This design comes from an exercise in tuning for small area, a short achievable clock period and few clock cycles per item on the open sky130 flow, not from production work.
At most, simulation tests tie the RTL to the original design; equivalence was not proved.
Power and IR drop assume default switching activity.

Setup of violet:
Design image_header_size_parser, start of the top module:
module image_header_size_parser #(
    parameter int OFFSET_BITS = 20
) (
    input  logic        clk,
    input  logic        rst_n,
    input  logic        in_valid,
    output logic        in_ready,
    input  logic [7:0]  in_data,
    input  logic        in_last,
    output logic        out_valid,
    input  logic        out_ready,
    output logic        out_status,
    output logic [1:0]  out_format,
    output logic [31:0] out_width,
    output logic [31:0] out_height
);
Size in the first run: roughly 850 cells after synthesis, roughly 160 flip-flops, roughly 82 I/O pins, roughly 8200 um2 of cells after synthesis.
==> flow/config.mk <==
export PLATFORM = sky130hd
export DESIGN_NAME = image_header_size_parser
export DESIGN_NICKNAME = image_header_size_parser
export VERILOG_FILES = /design/flow/design.v
export SDC_FILE = /design/flow/constraint.sdc
export NUM_CORES = 4
export LEC_CHECK = 0
export CAP_MARGIN = 20
export CORE_MARGIN = 2
export CORE_UTILIZATION = 65
export SETUP_SLACK_MARGIN = 3.3
export SLEW_MARGIN = 20
==> flow/constraint.sdc <==
create_clock -name core_clock -period 5.5 [get_ports {clk}]
set_input_delay 1.1000 -clock core_clock [delete_from_list [all_inputs] [get_ports {clk}]]
set_output_delay 1.1000 -clock core_clock [all_outputs]
set_load 0.01 [all_outputs]
standard.sh (not shown) runs the stock make flow with config.mk's settings and CLKGATE_MAP_FILE= SYNTH_SCRIPT=/design/flow/synth_recipe.tcl, a recipe that flattens the netlist after the stock synthesis.
==> flow/flow/run.sh <==
#!/bin/bash
# Standard layout (the standard.sh, unchanged synthesis), with two changes:
# plain buf_1 cells as the port buffers instead of the default delay buffers, and no
# dummy loads in the clock tree.
set -euo pipefail
export BUFFER_PORTS_ARGS="-buffer_cell sky130_fd_sc_hd__buf_1"
export CTS_ARGS="-sink_clustering_enable -repair_clock_nets -dont_use_dummy_load -buf_list sky130_fd_sc_hd__clkbuf_8"
bash standard.sh > standard.log 2>&1
Modified inputs, harbor compared to violet
--- a/flow/design.v
+++ b/flow/design.v
@@ -41,72 +41,63 @@
     output logic [15:0]            seg_len,
     output logic                   load,       
     output logic                   wff_next    
 );
     logic [4:0]             pos_reg;
     logic                   small_reg;
     logic                   load_at_reg;    
     logic                   wait_reg;
     logic                   ff10_reg, sof10_reg, ff11_reg;
     logic                   wff_reg;
-    logic                   ovf_reg;        
-    logic                   pos13, win_bad, walk_next, saturated, step;
-    logic                   small_next, ovf_next;
-    logic [4:0]             pos_next;
-    logic [OFFSET_BITS-6:0] upper_next;
+    logic                   beyond_reg;     
+    logic                   pos13, win_bad, walk_next, at_max, step;
     assign pos       = pos_reg;
     assign pos_small = small_reg;
     assign pos13     = small_reg && pos_reg == 5'(ihsp_pkg::FIRST_WINDOW_END);
-    assign load      = take && load_at_reg;
-    assign saturated = !small_reg && (&upper) && (&pos_reg);
+    assign load      = take && load_at_reg && !beyond_reg;
+    assign at_max    = !small_reg && upper == 15'h4000 && (&pos_reg);
     assign step      = take && !fin;
     assign seg_len   = {hist[9], hist[8]};
     assign win_bad   = !ff11_reg || sof10_reg;
-    assign wff_next  = load_at_reg ? ff11_reg : wff_reg;
-    assign walk_next = (pos13 ? jfif : 1'b1) && !win_bad && !ovf_reg;
+    assign wff_next  = (load_at_reg && !beyond_reg) ? ff11_reg : wff_reg;
+    assign walk_next = (pos13 ? jfif : 1'b1) && !win_bad;
     assign cnt_load  = step && load_at_reg && walk_next;
     assign cnt_dec   = step && !load_at_reg && wait_reg && cnt != 16'd0;
     assign upper_one = step && small_reg && (&pos_reg);
-    assign upper_inc = step && !small_reg && (&pos_reg) && !saturated;
-    assign small_next = small_reg && !(&pos_reg);
-    assign pos_next   = saturated ? pos_reg : pos_reg + 5'd1;
-    assign upper_next = upper_one ? (OFFSET_BITS-5)'(1) :
-                        upper_inc ? upper + (OFFSET_BITS-5)'(1) : upper;
-    assign ovf_next   = !small_next && (&upper_next[OFFSET_BITS-6:11]) &&
-                        {hist[8], hist[7]} >= ~{upper_next[10:0], pos_next};
-    always_ff @(posedge clk)
-    begin
-        if (step)
-            ovf_reg <= ovf_next;
-    end
+    assign upper_inc = step && !small_reg && (&pos_reg);
     always_ff @(posedge clk or negedge rst_n)
     begin
         if (!rst_n)
         begin
             pos_reg     <= '0;
             small_reg   <= 1'b1;
             load_at_reg <= 1'b0;
             wait_reg    <= 1'b0;
+            beyond_reg  <= 1'b0;
         end
         else if (take)
         begin
             if (fin)
             begin
                 pos_reg     <= '0;
                 small_reg   <= 1'b1;
                 load_at_reg <= 1'b0;
                 wait_reg    <= 1'b0;
+                beyond_reg  <= 1'b0;
             end
             else
             begin
-                pos_reg   <= pos_next;
-                small_reg <= small_next;
+                pos_reg <= pos_reg + 5'd1;
+                if (&pos_reg)
+                    small_reg <= 1'b0;
+                if (at_max)
+                    beyond_reg <= 1'b1;
                 if (load_at_reg)
                     load_at_reg <= 1'b0;
                 else
                     load_at_reg <= (small_reg && pos_reg == 5'(ihsp_pkg::FIRST_WINDOW_END - 1)) ||
                                    (wait_reg && cnt == 16'd0);
                 if (load_at_reg)
                     wait_reg <= walk_next;
             end
         end
     end
@@ -356,21 +347,22 @@
         else if (f_png)
         begin
             if (wr_h[3])
                 height_reg[3] <= in_data;
             if (wr_h[2])
                 height_reg[2] <= in_data;
         end
         else if (upper_one)
             {height_reg[3], height_reg[2]} <= 16'd1;
         else if (upper_inc)
-            {height_reg[3], height_reg[2]} <= height_high + 16'd1;
+            {height_reg[3], height_reg[2]} <= {1'b0, height_high[13:0],
+                                               height_high[14] ^ height_high[13]};
         if (clear_high)
             {width_reg[3], width_reg[2]} <= 16'd0;
         else if (cnt_load)
             {width_reg[3], width_reg[2]} <= seg_len;
         else if (cnt_dec)
             {width_reg[3], width_reg[2]} <= {width_reg[3], width_reg[2]} - 16'd1;
         else
         begin
             if (wr_w[3])
                 width_reg[3] <= in_data;
Notes after the runs:
Delta (harbor minus violet): final cycle utilization of the critical path fell by 16 points; net switching power of the design rose by 0.15 mW.
Of the two values seen for cell group occupying the most layout area, multi-input gates was produced by violet and registers by harbor.
Cell count, harbor vs violet: down by more than 10%
Between violet and harbor, setup slack increased.
Die outline width (lower): harbor
No functional check of the RTL was part of any run of this note.

## purple
image_header_size_parser, a different RTL version from the one above (not shown whole).
Size in the first run: roughly 740 cells after synthesis, ~160 flip-flops, roughly 82 I/O pins, roughly 7400 um2 of cells after synthesis.
==> module ihsp_track, before the edit <==
module ihsp_track #(
    parameter int OFFSET_BITS = 20
) (
    input  logic                   clk,
    input  logic                   rst_n,
    input  logic                   take,       
    input  logic                   fin,        
    input  logic [7:0]             data_byte,
    input  logic                   jfif,       
    output logic [4:0]             pos,        
    output logic                   pos_small,  
    output logic [9:1][7:0]        hist,
    input  logic [OFFSET_BITS-6:0] upper,      
    output logic                   upper_one,  
    output logic                   upper_inc,  
    input  logic [15:0]            cnt,        
    output logic                   cnt_load,   
    output logic                   cnt_dec,    
    output logic [15:0]            seg_len,
    output logic                   load,       
    output logic                   wff_next    
);
    logic [4:0]             pos_reg;
    logic                   small_reg;
    logic                   load_at_reg;    
    logic                   wait_reg;
    logic                   ff10_reg, sof10_reg, ff11_reg;
    logic                   wff_reg;
    logic                   beyond_reg;     
    logic                   pos13, win_bad, walk_next, at_max, step;
    assign pos       = pos_reg;
    assign pos_small = small_reg;
    assign pos13     = small_reg && pos_reg == 5'(ihsp_pkg::FIRST_WINDOW_END);
    assign load      = take && load_at_reg && !beyond_reg;
    assign at_max    = !small_reg && upper == 15'h4000 && (&pos_reg);
    assign step      = take && !fin;
    assign seg_len   = {hist[9], hist[8]};
    assign win_bad   = !ff11_reg || sof10_reg;
    assign wff_next  = (load_at_reg && !beyond_reg) ? ff11_reg : wff_reg;
    assign walk_next = (pos13 ? jfif : 1'b1) && !win_bad;
    assign cnt_load  = step && load_at_reg && walk_next;
    assign cnt_dec   = step && !load_at_reg && wait_reg;
    assign upper_one = step && small_reg && (&pos_reg);
    assign upper_inc = step && !small_reg && (&pos_reg);
    always_ff @(posedge clk or negedge rst_n)
    begin
        if (!rst_n)
        begin
            pos_reg     <= '0;
            small_reg   <= 1'b1;
            load_at_reg <= 1'b0;
            wait_reg    <= 1'b0;
            beyond_reg  <= 1'b0;
        end
        else if (take)
        begin
            if (fin)
            begin
                pos_reg     <= '0;
                small_reg   <= 1'b1;
                load_at_reg <= 1'b0;
                wait_reg    <= 1'b0;
                beyond_reg  <= 1'b0;
            end
            else
            begin
                pos_reg <= pos_reg + 5'd1;
                if (&pos_reg)
                    small_reg <= 1'b0;
                if (at_max)
                    beyond_reg <= 1'b1;
                if (load_at_reg)
                    load_at_reg <= 1'b0;
                else
                    load_at_reg <= (small_reg && pos_reg == 5'(ihsp_pkg::FIRST_WINDOW_END - 1)) ||
                                   (wait_reg && cnt == 16'd0);
                if (load_at_reg)
                    wait_reg <= walk_next;
            end
        end
    end
    always_ff @(posedge clk)
    begin
        if (take)
        begin
            hist[1]   <= data_byte;
            for (int i = 2; i <= 9; i++)
                hist[i] <= hist[i-1];
            ff10_reg  <= hist[9] == ihsp_pkg::B_FF;
            sof10_reg <= (hist[9][7:2] == 6'b110000) || (hist[9] == 8'hC9) ||
                         (hist[9] == 8'hCA) || (hist[9] == 8'hCB);
            ff11_reg  <= ff10_reg;
        end
        if (load)
            wff_reg <= ff11_reg;
    end
endmodule
==> flow/config.mk <==
export PLATFORM = sky130hd
export DESIGN_NAME = image_header_size_parser
export DESIGN_NICKNAME = image_header_size_parser
export VERILOG_FILES = /design/flow/design.v
export SDC_FILE = /design/flow/constraint.sdc
export NUM_CORES = 4
export LEC_CHECK = 0
export CAP_MARGIN = 20
export CORE_MARGIN = 2
export CORE_UTILIZATION = 45
export SETUP_SLACK_MARGIN = 3.3
export SLEW_MARGIN = 20
==> flow/constraint.sdc <==
create_clock -name core_clock -period 5.5 [get_ports {clk}]
set_input_delay 1.1000 -clock core_clock [delete_from_list [all_inputs] [get_ports {clk}]]
set_output_delay 1.1000 -clock core_clock [all_outputs]
set_load 0.01 [all_outputs]
Scripts as last shown in full above: flow/flow/run.sh
Testbench counts of purple, summed over its fixed seeds: cycles 354,302, bytes 354,294.
#### Input delta (blue over purple)
--- a/flow/design.v
+++ b/flow/design.v
@@ -58,13 +58,13 @@
     assign step      = take && !fin;
     assign seg_len   = {hist[9], hist[8]};
     assign win_bad   = !ff11_reg || sof10_reg;
     assign wff_next  = (load_at_reg && !beyond_reg) ? ff11_reg : wff_reg;
     assign walk_next = (pos13 ? jfif : 1'b1) && !win_bad;
     assign cnt_load  = step && load_at_reg && walk_next;
-    assign cnt_dec   = step && !load_at_reg && wait_reg;
+    assign cnt_dec   = step && !load_at_reg && wait_reg && cnt != 16'd0;
     assign upper_one = step && small_reg && (&pos_reg);
     assign upper_inc = step && !small_reg && (&pos_reg);
     always_ff @(posedge clk or negedge rst_n)
     begin
         if (!rst_n)
         begin
### Flow results
Of blue and purple, purple shows the lower share of the core filled with cells, with blue above it.
[blue] worst stage delay on the critical path rose 150 ps relative to purple
blue vs. purple: global-route usage over all layers went up by 0.96 points.
blue — worst-case reg-to-reg path depth 2 higher, purple as reference
blue reports its worst setup path category as reg -> reg while purple reports in -> reg.
Comparing the two runs side by side, blue comes out behind purple on register-to-register path setup slack.
Relative to purple, endpoint required time on the critical path has decreased by 50 ps in blue.
Compared with purple, blue improves worst-case setup slack after placement.
Of blue and purple, the higher net switching power belongs to purple.
Testbench counts of blue, summed over its fixed seeds: cycles 354,302, bytes 354,294.

port drivers added, routing unchanged:
The results above use ideal ports. As a check the final layouts listed here were re-extracted and re-timed, cells and wires unchanged.
Step 1, drivers: a clkbuf_16 drives clk and a buf_2 each remaining input, both assumed.
Step 2, shift: input delay + t, output delay - t, t = (earliest + latest rising clock arrival at the registers) / 2. This alone moves slack from input paths to output paths.
a / b / c = ideal / step 1 / step 2; a / b = the first two.
| run | t (ns) | setup WS [ns] | worst setup path at the end | worst slew at a driven data input, ns | pins driven straight from the clock port |
|---|---|---|---|---|---|
| violet | 0.531 | 2.135 / 2.135 / 1.752 | input to register | 0.05 | 1 |
| harbor | 0.463 | 3.013 / 3.031 / 2.568 | input to register | 0.05 | 1 |
| purple | 0.479 | 3.292 / 3.274 / 2.795 | input to register | 0.08 | 1 |
| blue | 0.469 | 3.138 / 3.138 / 2.747 | input to register | 0.03 | 1 |
After both steps setup and hold are still met in every run listed. For purple, which loses most, drivers alone change the setup slack by -0.018 ns; drivers and shift together by -0.497 ns.
